This design comes from an exercise in tuning for small area, a short achievable clock period and few clock cycles per item on the open sky130 flow, not from production work.
In this exercise RTL edits were held to simulation tests only and were not proved equivalent to the original.

==> flow/design.v (outline; a module is shown in full before it is edited, if it fits) <==
// module best_disp_select: 3661 lines
// module bds_norm: 17 lines
// module bds_tab_n: 31 lines
// module bds_tab_d: 31 lines
module best_disp_select #(
    parameter int unsigned NPIX_LOG2 = 8
) (
    input  logic               clk,
    input  logic               rst,
    input  logic               frame_start,
    input  logic [10:0]        fsum,
    input  logic               valid,
    input  logic               last,
    input  logic [13:0]        g2sum,
    input  logic [10:0]        gsum,
    input  logic [13:0]        fg,
    input  logic [5:0]         place,
    output logic               busy,
    output logic [5:0]         best_place,
    output logic               best_valid,
    output logic               done,
    output logic               overrun
);
  // ...
==> flow/flow/run.sh <==
#!/bin/bash
set -euo pipefail
bash standard.sh SETUP_SLACK_MARGIN=7.5 finish > make.log 2>&1
==> flow/standard.sh <==
#!/bin/bash
# synth_recipe.tcl (not shown) runs the flow's synth.tcl, then flattens the netlist and writes it again
# the make line also repeats each setting of config.mk as NAME=value (left out here)
make -C /OpenROAD-flow-scripts/flow DESIGN_CONFIG=/design/flow/config.mk WORK_HOME=/design/flow/orfs CLKGATE_MAP_FILE= SYNTH_SCRIPT=/design/flow/synth_recipe.tcl "${@:-finish}"
==> flow/config.mk <==
export PLATFORM = sky130hd
export DESIGN_NAME = best_disp_select
export DESIGN_NICKNAME = best_disp_select
export VERILOG_FILES = /design/flow/design.v
export SDC_FILE = /design/flow/constraint.sdc
export NUM_CORES = 4
export LEC_CHECK = 0
export CAP_MARGIN = 20
export CORE_MARGIN = 2
export CORE_UTILIZATION = 40
export SLEW_MARGIN = 20
==> flow/constraint.sdc <==
create_clock -name core_clock -period 12.0 [get_ports {clk}]
set_input_delay 2.4000 -clock core_clock [delete_from_list [all_inputs] [get_ports {clk}]]
set_output_delay 2.4000 -clock core_clock [all_outputs]
set_load 0.01 [all_outputs]
==> key figures, run 1 <==
Clock tree
  – Root Buffer: clkbuf_16
  – # resized after CTS: 266
  – Clock sinks: 537

Layout
  – Most common cell after layout, fill and taps aside: inv_1
  – Antenna Cells: 0
  – Area grow syn2layout: 22.4%
  – #MultiIn Comb: 2,549
  – Signal buf overhead: 7.52%

Setup path
  – Capturing element type of the critical path: register
  – Cell class contributing the biggest share of worst-path delay: adder cells
  – WP buf/inv: 3
  – Most used cell along the critical path: fa_1

Detailed routing
  – DR top layer: met4
  – Routed Antenna Nets: 0
  – First-pass DRT Iterations: 6
  – Wire per inst: 18.9 um

Yosys
  – Yosys reg bits: 537
  – Area leader, netlist: edfxtp_1
  – Mux contribution to synthesized area: 2.47%
  – YS warnings: 2

Timing
  – Fmax: 196 MHz
  – Part of the cycle the worst path needs: 42.6%
  – Worst setup margin: 6.89 ns

Global route
  – GRT Overall Usage: 20.1%

Outcome
  – Run status: no timing/DRC/antenna violations

Die
  – Die height: 313 um
Testbench counts, summed over its fixed seeds: cycles 10,366, items 9,296.
==> run 2, diff against run 1 <==
==> flow/flow/run.sh (replaced) <==
#!/bin/bash
set -euo pipefail
bash standard.sh SETUP_SLACK_MARGIN=6.5 "CTS_ARGS=-sink_clustering_enable -repair_clock_nets -dont_use_dummy_load" finish > make.log 2>&1
==> key figures, run 2 <==
Outcome
  – Run status: no timing/DRC/antenna violations (unchanged)

Die
  – Die X: 313 um (unchanged)
  – CORE AREA: 0.0949 mm^2 (unchanged)
  – Placement Rows: 113 (unchanged)
  – I/O pins: 71 (unchanged)
  – Die Area: 0.0982 mm^2 (unchanged)
  – Initial Util: 40.3% (unchanged)
  – Die height: 313 um (unchanged)

Detailed routing
  – First-pass DRT Iterations: 6 (unchanged)
  – Via-to-Cell Ratio: 5.30 (was 5.35)
  – DR vias: 26,600 (was 28,100)
  – Routed Antenna Nets: 0 (unchanged)
  – Wire per inst: 17.4 um (was 18.9 um)
  – DRC viols: 0 (unchanged)
  – DRT iter0 DRCs: 1,700 (was 1,997)
  – WL final: 87,500 um (was 99,200 um)

Clock tree
  – CTS clk-pin slew, worst paths: 0.06 ns (about the same)
  – CTS tree: done (unchanged)
  – Clock sinks: 537 (unchanged)
  – H-Tree Depth: 3 (unchanged)
  – Root Buffer: clkbuf_16 (unchanged)
  – CTS Buf Count: 66 (was 68)
  – Clock buffer depth: 3 (unchanged)
  – Clk Latency, worst-skew pair: 0.62 ns (was 0.64 ns)

Setup path
  – Worst endpoint required time: 12.33 ns (was 12.38 ns)
  – Setup crit start: r0_gsum[3]$_DFFE_PP_ (was r0_gsum[2]$_DFFE_PP_)
  – Worst-path fanout max: 17 (was 6)
  – Worst Setup Start Kind: register (unchanged)
  – Crit Reg-Reg Startpoint: r0_gsum[3]$_DFFE_PP_ (was r0_gsum[2]$_DFFE_PP_)
  – Most used cell along the critical path: fa_1 (unchanged)
  – Worst Path Arrival: 5.63 ns (was 5.49 ns)
  – Setup CP Type: register to register (unchanged)
  – Worst-path cell chain: buf_4 -> buf_8 -> nand2_1 -> o2bb2ai_4 -> a21oi_1 -> xnor2_1 -> fa_1 -> inv_1 -> fa_1 -> fa_1 -> inv_1 -> fa_1 -> ha_1 -> and3_1 -> a311o_1 -> a21oi_2 -> o21ai_0 -> a21oi_1 -> xnor2_1 (was or3_4 -> o21ai_4 -> a22oi_2 -> xnor2_2 -> fa_1 -> inv_1 -> fa_1 -> inv_2 -> fa_2 -> inv_2 -> fa_1 -> ha_4 -> nor3_2 -> nand3_1 -> a311o_1 -> a21oi_2 -> o21bai_1 -> a21oi_1 -> xnor2_1)
  – Capturing element type of the critical path: register (unchanged)
  – Crit path max-delay cell type: fa_1 (unchanged)
  – Worst path max stage delay: 0.54 ns (was 0.53 ns)

Yosys
  – Mapped Nets: 4,310 (unchanged)
  – Post-Syn Instances: 3,725 (unchanged)
  – YS warnings: 2 (unchanged)
  – Seq/Total Area, Yosys: 37.9% (unchanged)
  – Area leader, netlist: edfxtp_1 (unchanged)
  – Main combinational cell family by area after synthesis: adder cells (unchanged)
  – XOR/XNOR Fraction of Synth Area: 4.19% (unchanged)
  – Compound-Gate Fraction of Synth Area: 15.0% (unchanged)
  – Ranking of synthesized cells by area: edfxtp_1, fa_1, ha_1 (unchanged)
  – Post-synth cell types: 92 (unchanged)
  – Mux contribution to synthesized area: 2.47% (unchanged)
  – Post-synth EDFFs: 376 (unchanged)
  – Asr flop ratio synth: 0% (unchanged)
  – Most frequent cell after synthesis: inv_1 (unchanged)
  – Post-synth top area share: 29.5% (unchanged)
  – Fraction of the mapped netlist area in adder cells: 22.0% (unchanged)
  – Avg Cell Area, Syn: 10.3 um^2 (unchanged)
  – Synth cell count leaders: inv_1, edfxtp_1, nand2_1 (unchanged)
  – Cell area after synthesis: 0.0383 mm^2 (unchanged)
  – Area share of and/or/nand/nor cells after synthesis: 11.9% (unchanged)
  – Yosys reg bits: 537 (unchanged)
  – Most common flop cell mapped by yosys: edfxtp_1 (unchanged)

Global route
  – Initial antenna violation count: 0 (unchanged)
  – Vias in the first global route: 26,400 (was 28,200)
  – Global-route wire length before repair: 141,000 um (was 158,000 um)
  – GRT Overall Usage: 17.8% (was 20.1%)
  – Grt total ovfl: 0 (unchanged)
  – Largest net degree at the start of global routing: 196 (was 178)

Layout
  – Most common cell after layout, fill and taps aside: inv_1 (unchanged)
  – Final #Nets: 4,340 (was 4,526)
  – Commonest cells after routing, fill and taps aside: inv_1, edfxtp_1, nand2_1 (unchanged)
  – Largest registers: r_bk x25, s_k x25 (unchanged)
  – Antenna Cells: 0 (unchanged)
  – Final Cell Area: 0.0423 mm^2 (was 0.0469 mm^2)
  – Finished Layout Cells: 5,018 (was 5,260)
  – Fillers: 8,934 (was 8,476)
  – Fraction of layout instances using a drive strength above 1: 5.81% (was 15.9%)
  – Area grow syn2layout: 10.6% (was 22.4%)

Timing
  – Fin. max-slew vios: 0 (unchanged)
  – Fmax: 189 MHz (was 196 MHz)
  – Worst slew margin: 24.6% (was 28.4%)
  – RSZ-0062 raised after global routing: true (unchanged)
  – Worst slew pin tran: 1.13 ns (was 1.06 ns)
  – Part of the cycle the worst path needs: 44.2% (was 42.6%)
  – Final Skew: 0.0648 ns (was 0.0345 ns)
  – Tmin final: 5.30 ns (was 5.11 ns)
  – Setup TNS: 0 ns (unchanged)
  – Setup violators final: 0 (unchanged)
  – Worst setup margin: 6.70 ns (was 6.89 ns)
  – Hold Violations, Final: 0 (unchanged)

Flow run
  – Max-cap violations: 0 (unchanged)

Place
  – Placed cells: 4,924 (unchanged)
  – DP Worst Slack: 5.22 ns (was 5.88 ns)
  – Final Wtd Congestion: 0.860 (was 0.875)
  – Dpl cell area: 0.0402 mm^2 (was 0.0403 mm^2)
  – Post-DP HPWL: 63,400 um (was 64,100 um)
  – Port bufs: 70 (unchanged)

Hold path
  – Hold path start: rn_num[10]$_DFFE_PN_ (was rn_den[12]$_DFFE_PN_)
  – Hold WC Path Type: register to register (unchanged)
run 2: cell counts after synthesis:
No cell type changed its count.
run 2: cell type report:
class	instances	area [um^2]	area share, %
sequential	537	14500	34.3
timing repair buffer	118	1180	2.78
inverter	489	1850	4.38
multi-input combinational	2543	21600	50.9
clock buffer	66	1650	3.90
tap	1265	1580	3.74
run 2: worst max-delay path, delay by kind of cell (launching register included):
| kind | cells | cell delay, ns |
|---|---|---|
| buf+inv | 4 | 0.43 |
| flops | 1 | 0.40 |
| simple gates | 2 | 0.36 |
| xor+xnor | 2 | 0.26 |
| compound gates | 6 | 1.20 |
| fa+ha+maj | 5 | 2.36 |
run 2: path summary, 6_finish.rpt:
kind,end,slack [ns],depth (start not counted)
worst max-delay path,r1_num[21]$_DFFE_PN_,6.70,19
worst min-delay path,rf_num[10]$_DFFE_PN_,0.39,0
worst max register to register,r1_num[21]$_DFFE_PN_,6.70,19
worst min register to register,rf_num[10]$_DFFE_PN_,0.39,0
run 2: per-layer routing:
metal	GRT usage [%]	wire length, um	vias up
met5	0	0	-
met1	24.2	40800	12900
met4	6.34	2630	0
met3	2.57	3790	144
li1	-	-	13000
met2	29.0	40300	570
run 2: cell families (layout without fill, tap and decap cells):
| family | Yosys count | after routing |
|---|---|---|
| AOI/OAI and AO/OA | 801 | 801 |
| xor gates and xnor gates | 183 | 183 |
| adders and majority gates | 524 | 524 |
| buffers and inverters | 646 | 673 |
| DFF | 537 | 537 |
| muxes | 75 | 75 |
| and+or+nand+nor | 959 | 960 |
run 2: what timing repair did:
action                     CTS  global route
setup buffers               14            11
gates resized for setup     25            30
pin swaps                    4            13
cloned                       1             2
setup endpoints to repair  187           181
hold buffers                 0             0
run 2: metrics by stage:
| stage | hold WS (ns) | util [%] |
|---|---|---|
| 2_1_floorplan | 0.400 | - |
| 3_5_place_dp | 0.405 | 42.3 |
| 4_1_cts | 0.387 | 44.3 |
| 3_3_place_gp | 0.401 | 42.3 |
| 5_1_grt | 0.399 | 44.6 |
| 6_report | 0.390 | 44.6 |
==> run 3, diff against run 2 <==
==> flow/flow/run.sh (replaced) <==
#!/bin/bash
set -euo pipefail
bash standard.sh SETUP_SLACK_MARGIN=7.0 "CTS_ARGS=-sink_clustering_enable -repair_clock_nets -dont_use_dummy_load" finish > make.log 2>&1
==> key figures, run 3 <==
Yosys
  – Synth cell count leaders: inv_1, edfxtp_1, nand2_1 (unchanged)
  – Seq/Total Area, Yosys: 37.9% (unchanged)
  – Cell area after synthesis: 0.0383 mm^2 (unchanged)
  – Mapped Nets: 4,310 (unchanged)
  – YS warnings: 2 (unchanged)
  – Yosys reg bits: 537 (unchanged)
  – Area leader, netlist: edfxtp_1 (unchanged)
  – Asr flop ratio synth: 0% (unchanged)
  – Most common flop cell mapped by yosys: edfxtp_1 (unchanged)
  – Most frequent cell after synthesis: inv_1 (unchanged)
  – Post-synth EDFFs: 376 (unchanged)
  – Ranking of synthesized cells by area: edfxtp_1, fa_1, ha_1 (unchanged)
  – Post-synth cell types: 92 (unchanged)
  – Post-Syn Instances: 3,725 (unchanged)
  – Avg Cell Area, Syn: 10.3 um^2 (unchanged)
  – Post-synth top area share: 29.5% (unchanged)

Detailed routing
  – Routed Antenna Nets: 0 (unchanged)
  – WL final: 90,600 um (was 87,500 um)
  – Wire per inst: 18.0 um (was 17.4 um)
  – Via-to-Cell Ratio: 5.31 (was 5.30)
  – DRC viols: 0 (unchanged)
  – Wire length on met1: 41,100 um (was 40,800 um)
  – Met3 wire len: 4390 um (was 3790 um)
  – DR top layer: met5 (was met4)
  – Met2 wire length: 41,900 um (was 40,300 um)
  – First-pass DRT Iterations: 5 (was 6)
  – DRT iter0 DRCs: 1,738 (was 1,700)
  – DR vias: 26,800 (was 26,600)

Global route
  – Largest net degree at the start of global routing: 172 (was 196)
  – Initial antenna violation count: 1 (was 0)
  – GRT Overall Usage: 18.3% (was 17.8%)
  – Grt total ovfl: 0 (unchanged)
  – Vias in the first global route: 26,700 (was 26,400)
  – Global-route wire length before repair: 145,000 um (was 141,000 um)

Flow run
  – Max-cap violations: 0 (unchanged)

Layout
  – Largest registers: r_bk x25, s_k x25 (unchanged)
  – Final #Nets: 4,368 (was 4,340)
  – Final Cell Area: 0.0431 mm^2 (was 0.0423 mm^2)
  – Commonest cells after routing, fill and taps aside: inv_1, edfxtp_1, nand2_1 (unchanged)
  – Fraction of layout instances using a drive strength above 1: 8.25% (was 5.81%)
  – Area grow syn2layout: 12.6% (was 10.6%)
  – Most common cell after layout, fill and taps aside: inv_1 (unchanged)
  – Antenna Cells: 0 (unchanged)

Die
  – CORE AREA: 0.0949 mm^2 (unchanged)
  – Initial Util: 40.3% (unchanged)
  – Die Area: 0.0982 mm^2 (unchanged)
  – I/O pins: 71 (unchanged)
  – Placement Rows: 113 (unchanged)
  – Die height: 313 um (unchanged)
  – Die X: 313 um (unchanged)

Place
  – Port bufs: 70 (unchanged)
  – Final Wtd Congestion: 0.876 (was 0.860)
  – Post-DP HPWL: 64,200 um (was 63,400 um)
  – Dpl cell area: 0.0403 mm^2 (was 0.0402 mm^2)

Clock tree
  – CTS clk-pin slew, worst paths: 0.06 ns (about the same)
  – CTS Buf Count: 66 (unchanged)
  – CTS tree: done (unchanged)
  – H-Tree Depth: 3 (unchanged)
  – Clk Latency, worst-skew pair: 0.62 ns (about the same)
  – Post-cts hold buffer count: 0 (unchanged)
  – Clock buffer depth: 3 (unchanged)
  – Root Buffer: clkbuf_16 (unchanged)
  – Clock sinks: 537 (unchanged)

Timing
  – Part of the cycle the worst path needs: 43.0% (was 44.2%)
  – Worst slew margin: 31.3% (was 24.6%)
  – Tmin final: 5.16 ns (was 5.30 ns)
  – Setup violators final: 0 (unchanged)
  – Fmax: 194 MHz (was 189 MHz)
  – RSZ-0062 raised after global routing: true (unchanged)
  – Final Skew: 0.0911 ns (was 0.0648 ns)
  – Worst slew pin tran: 1.02 ns (was 1.13 ns)
  – Hold Violations, Final: 0 (unchanged)
  – Setup TNS: 0 ns (unchanged)
  – Fin. max-slew vios: 0 (unchanged)

Setup path
  – Worst path max stage delay: 0.53 ns (was 0.54 ns)
  – Worst-path fanout max: 13 (was 17)
  – Worst Path Arrival: 5.43 ns (was 5.63 ns)
  – Worst endpoint required time: 12.27 ns (was 12.33 ns)
  – Most used cell along the critical path: fa_1 (unchanged)
  – Crit path max-delay cell type: fa_1 (unchanged)
  – Capturing element type of the critical path: register (unchanged)
  – Setup CP Type: register to register (unchanged)
  – Worst-path cell chain: buf_6 -> inv_8 -> or3_4 -> o21ai_4 -> a22oi_2 -> xnor2_2 -> fa_1 -> inv_1 -> fa_1 -> inv_2 -> fa_2 -> inv_2 -> fa_1 -> ha_4 -> nor3_4 -> nand3_2 -> a311o_1 -> a21oi_2 -> o21ai_1 -> a21oi_1 -> xnor2_1 (was buf_4 -> buf_8 -> nand2_1 -> o2bb2ai_4 -> a21oi_1 -> xnor2_1 -> fa_1 -> inv_1 -> fa_1 -> fa_1 -> inv_1 -> fa_1 -> ha_1 -> and3_1 -> a311o_1 -> a21oi_2 -> o21ai_0 -> a21oi_1 -> xnor2_1)
  – Worst Setup Start Kind: register (unchanged)
  – R2R depth: 21 (was 19)

Outcome
  – Run status: no timing/DRC/antenna violations (unchanged)

Hold path
  – Hold WC Path Type: register to register (unchanged)
  – WHS Path Cells: 0 (unchanged)
-- run 3: changes by cell type in the layout (fill, tap and decap cells not counted), moves of 7 or more --
cell,delta
o311ai_0,-7
buf_4,+16
a21oi_2,+8
ha_1,-21
ha_4,+11
o311ai_1,+7
ha_2,+10
a21oi_1,-11
-- run 3: through the flow --
stage	hold WS (ns)	utilization (%)	instances	setup WS [ns]
final	0.399	45.4	5046	6.84
after global placement	0.401	42.5	4924	5.96
after floorplan	0.400	-	3725	6.38
after CTS	0.396	44.8	5019	6.81
after global routing	0.408	45.4	5046	6.60
after detailed placement	0.405	42.5	4924	5.81
-- run 3: logic make-up after synthesis --
| logic type | synth area share [%] |
|---|---|
| multiplexers | 2.47 |
| adder cells (fa/ha/maj) | 22.0 |
| buffers and inverters | 6.45 |
| flip-flops | 37.9 |
| XOR/XNOR | 4.19 |
| AND/OR/NAND/NOR | 11.9 |
| AO/OA/AOI/OAI | 15.0 |
-- run 3: what timing repair did --
item / in CTS / in global routing
endpoints found under the setup margin: 213 / 213
pin swaps: 14 / 17
buffers inserted: 23 / 25
gates cloned: 6 / 2
resized for setup: 54 / 63
-- run 3: worst paths after layout --
kind                         from              endpoint  slack (ns)
max          r0_gsum[3]$_DFFE_PP_  r1_num[21]$_DFFE_PN_        6.84
min          rn_num[13]$_DFFE_PN_  rf_num[13]$_DFFE_PN_        0.40
max reg2reg  r0_gsum[3]$_DFFE_PP_  r1_num[21]$_DFFE_PN_        6.84
min reg2reg  rn_num[13]$_DFFE_PN_  rf_num[13]$_DFFE_PN_        0.40
-- run 3: worst max-delay path: cells and delay by family, from the launching register on --
| kind | cells | cell delay (ns) |
|---|---|---|
| fa+ha+maj | 5 | 2.25 |
| compound gates | 6 | 1.02 |
| simple gates | 3 | 0.63 |
| buf+inv | 5 | 0.34 |
| flops | 1 | 0.33 |
| xor+xnor | 2 | 0.28 |
-- run 3: area by class of cell --
class	count	area, um^2
Multi-Input combinational cell	2545	22000
Inverter	489	1860
Timing Repair Buffer	144	1490
Fill cell	8852	51800
Sequential cell	537	14500
Tap cell	1265	1580
Clock buffer	66	1650
-- run 3: routing by layer --
layer,track usage [%],vias to the layer above
met5,0,-
met4,6.52,2
met3,3.14,167
met2,29.8,630
met1,24.7,12900
li1,-,13100
==> run 4, diff against run 3 <==
==> flow/flow/run.sh (replaced) <==
#!/bin/bash
set -euo pipefail
bash standard.sh SETUP_SLACK_MARGIN=6.5 finish > make.log 2>&1
==> key figures, run 4 <==
Timing
  – Part of the cycle the worst path needs: 44.0% (was 43.0%)
  – Hold WS: 0.412 ns (was 0.399 ns)
  – Setup violators final: 0 (unchanged)
  – Tmin final: 5.28 ns (was 5.16 ns)
  – Worst slew pin tran: 1.06 ns (was 1.02 ns)
  – Fin. max-slew vios: 0 (unchanged)
  – Setup TNS: 0 ns (unchanged)
  – Hold Violations, Final: 0 (unchanged)
  – Fmax: 189 MHz (was 194 MHz)
  – Worst slew margin: 27.4% (was 31.3%)
  – RSZ-0062 raised after global routing: true (unchanged)
  – Final Skew: 0.0320 ns (was 0.0911 ns)

Global route
  – GRT Overall Usage: 17.8% (was 18.3%)
  – Grt total ovfl: 0 (unchanged)
  – Vias in the first global route: 26,600 (was 26,700)
  – Initial antenna violation count: 0 (was 1)
  – Global-route wire length before repair: 142,000 um (was 145,000 um)
  – Largest net degree at the start of global routing: 196 (was 172)

Die
  – Placement Rows: 113 (unchanged)
  – Die Area: 0.0982 mm^2 (unchanged)
  – I/O pins: 71 (unchanged)
  – Die X: 313 um (unchanged)
  – Initial Util: 40.3% (unchanged)
  – Die height: 313 um (unchanged)
  – CORE AREA: 0.0949 mm^2 (unchanged)

Hold path
  – Worst Hold Path EP: rf_num[10]$_DFFE_PN_ (was rf_num[13]$_DFFE_PN_)
  – Hold path start: rn_num[10]$_DFFE_PN_ (was rn_num[13]$_DFFE_PN_)
  – WHS Path Cells: 0 (unchanged)
  – Hold WC Path Type: register to register (unchanged)

Detailed routing
  – DRT iter0 DRCs: 1,724 (was 1,738)
  – Routed Antenna Nets: 0 (unchanged)
  – DR vias: 26,700 (was 26,800)
  – WL final: 87,800 um (was 90,600 um)
  – First-pass DRT Iterations: 5 (unchanged)
  – DRC viols: 0 (unchanged)
  – Wire per inst: 17.3 um (was 18.0 um)
  – Via-to-Cell Ratio: 5.27 (was 5.31)

Clock tree
  – Root Buffer: clkbuf_16 (unchanged)
  – Clk Latency, worst-skew pair: 0.63 ns (was 0.62 ns)
  – CTS tree: done (unchanged)
  – CTS clk-pin slew, worst paths: 0.06 ns (about the same)
  – Clock buffer depth: 3 (unchanged)
  – H-Tree Depth: 3 (unchanged)
  – CTS Buf Count: 66 (unchanged)
  – Clock sinks: 537 (unchanged)

Place
  – Post-DP HPWL: 63,400 um (was 64,200 um)
  – Dpl cell area: 0.0402 mm^2 (was 0.0403 mm^2)
  – Port bufs: 70 (unchanged)
  – Final Wtd Congestion: 0.860 (was 0.876)

Setup path
  – Setup CP Type: register to register (unchanged)
  – Worst endpoint required time: 12.35 ns (was 12.27 ns)
  – Worst Path Arrival: 5.63 ns (was 5.43 ns)
  – Worst-path fanout max: 17 (was 13)
  – R2R Path End: r1_num[21]$_DFFE_PN_ (unchanged)
  – Capturing element type of the critical path: register (unchanged)
  – Crit Reg-Reg Startpoint: r0_gsum[3]$_DFFE_PP_ (unchanged)
  – Worst Setup Start Kind: register (unchanged)
  – Reg2Reg Setup Slack: 6.72 ns (was 6.84 ns)
  – R2R depth: 19 (was 21)

Yosys
  – Cell area after synthesis: 0.0383 mm^2 (unchanged)
  – Avg Cell Area, Syn: 10.3 um^2 (unchanged)
  – Most frequent cell after synthesis: inv_1 (unchanged)
  – Post-synth EDFFs: 376 (unchanged)
  – YS warnings: 2 (unchanged)
  – Synth cell count leaders: inv_1, edfxtp_1, nand2_1 (unchanged)
  – Post-synth cell types: 92 (unchanged)
  – Yosys reg bits: 537 (unchanged)
  – Post-Syn Instances: 3,725 (unchanged)
  – Most common flop cell mapped by yosys: edfxtp_1 (unchanged)
  – Mapped Nets: 4,310 (unchanged)
  – Ranking of synthesized cells by area: edfxtp_1, fa_1, ha_1 (unchanged)
  – Seq/Total Area, Yosys: 37.9% (unchanged)
  – Asr flop ratio synth: 0% (unchanged)
  – Area leader, netlist: edfxtp_1 (unchanged)
  – Post-synth top area share: 29.5% (unchanged)

Layout
  – Antenna Cells: 0 (unchanged)
  – Fraction of layout instances using a drive strength above 1: 6.72% (was 8.25%)
  – Fillers: 8,869 (was 8,852)
  – Area occupied by multi-input gates: 0.0215 mm^2 (was 0.0220 mm^2)
  – Area grow syn2layout: 12.2% (was 12.6%)
  – Seq. cell area: 0.0145 mm^2 (unchanged)
  – Final core area utilization: 45.3% (was 45.4%)
  – Largest registers: r_bk x25, s_k x25 (unchanged)
  – Commonest cells after routing, fill and taps aside: inv_1, edfxtp_1, nand2_1 (unchanged)
  – Final #Nets: 4,342 (was 4,368)
  – Final Cell Area: 0.0429 mm^2 (was 0.0431 mm^2)
  – Most common cell after layout, fill and taps aside: inv_1 (unchanged)

Outcome
  – Run status: no timing/DRC/antenna violations (unchanged)

Flow run
  – Max-cap violations: 0 (unchanged)
-- run 4: worst max path at each step --
stage	from	end	slack, ns	cells after the start
after floorplan	r_busy$_SDFFE_PP0P_	s_p[20]$_DFF_P_	6.36	9
after global placement	r0_gsum[3]$_DFFE_PP_	r1_num[21]$_DFFE_PN_	5.34	20
after detailed placement	r0_gsum[3]$_DFFE_PP_	r1_num[21]$_DFFE_PN_	5.22	19
after CTS	r0_gsum[5]$_DFFE_PP_	r1_num[21]$_DFFE_PN_	6.46	16
after global routing	r0_gsum[3]$_DFFE_PP_	r1_num[22]$_DFFE_PN_	6.44	18
final	r0_gsum[3]$_DFFE_PP_	r1_num[21]$_DFFE_PN_	6.72	19
-- run 4: per-stage QoR --
| stage | instances | setup WS, ns |
|---|---|---|
| 6_report | 5072 | 6.72 |
| 5_1_grt | 5072 | 6.44 |
| 4_1_cts | 5057 | 6.46 |
| 3_5_place_dp | 4924 | 5.22 |
| 3_3_place_gp | 4924 | 5.34 |
| 2_1_floorplan | 3725 | 6.36 |
-- run 4: layer usage --
metal | wire length (um) | track usage, % | vias to the layer above
li1 | - | - | 13100
met4 | 2930 | 6.63 | 0
met3 | 3860 | 2.63 | 163
met2 | 40200 | 29.0 | 604
met1 | 40800 | 24.2 | 12900
met5 | 0 | 0 | -
-- run 4: kinds of logic (layout without fill, tap and decap cells) --
group,Yosys count,count (layout),share of synthesized area (%)
adder cells (fa/ha/maj),524,524,22.0
XOR/XNOR,183,183,4.19
multiplexers,75,75,2.47
buffers and inverters,646,727,6.45
AO/OA/AOI/OAI,801,801,15.0
flip-flops,537,537,37.9
AND/OR/NAND/NOR,959,960,11.9
-- run 4: critical path: stages (launching register included) --
cell	delay, ns
edfxtp_1	0.40
buf_4	0.14
buf_8	0.18
nand2_1	0.11
o2bb2ai_4	0.24
a21oi_1	0.13
xnor2_1	0.17
fa_1	0.48
inv_1	0.06
fa_1	0.50
fa_1	0.54
inv_1	0.05
fa_1	0.46
ha_1	0.38
and3_1	0.24
a311o_1	0.37
a21oi_2	0.18
o21ai_0	0.11
a21oi_1	0.16
xnor2_1	0.09
-- run 4: layout make-up --
class | count | area share, %
multi-input cells | 2543 | 50.2
flip-flops and latches | 537 | 33.8
inverters | 489 | 4.31
clock buffers | 88 | 4.25
well taps | 1265 | 3.69
repair buffers | 120 | 2.77
clock inverters | 30 | 1.01
-- run 4: repair_timing --
| item | in CTS | in global routing |
|---|---|---|
| hold buffers | 0 | 0 |
| gates cloned | 1 | 2 |
| endpoints found under the hold margin | 0 | 0 |
| resized for setup | 24 | 31 |
| pin swaps | 4 | 15 |
| setup endpoints to repair | 187 | 181 |
| setup buffers | 14 | 13 |

[port drivers added, routing unchanged]
How much do the figures lean on ideal ports? The routed layouts below were timed once more, with nothing changed but the port constraints.
Step 1: set_driving_cell puts a clkbuf_16 on clk and a buf_2 on each other input, an assumption about the parent block.
Step 2, shift: input delay + t, output delay - t, t = (earliest + latest rising clock arrival at the registers) / 2. This alone moves slack from input paths to output paths.
a / b / c = ideal ports / drivers / drivers and shift; a / b = the first two.
run	t, ns	setup WS [ns]	worst setup path after step 2	worst slew at a driven data input, ns	pins driven straight from the clock port
run 1	0.686	6.889 / 6.889 / 6.889	register to register	0.06	1
run 2	0.647	6.701 / 6.701 / 6.701	register to register	0.06	1
run 3	0.631	6.838 / 6.838 / 6.838	register to register	0.05	1
run 4	0.675	6.722 / 6.722 / 6.722	register to register	0.06	1
After both steps every run listed still meets setup and hold.
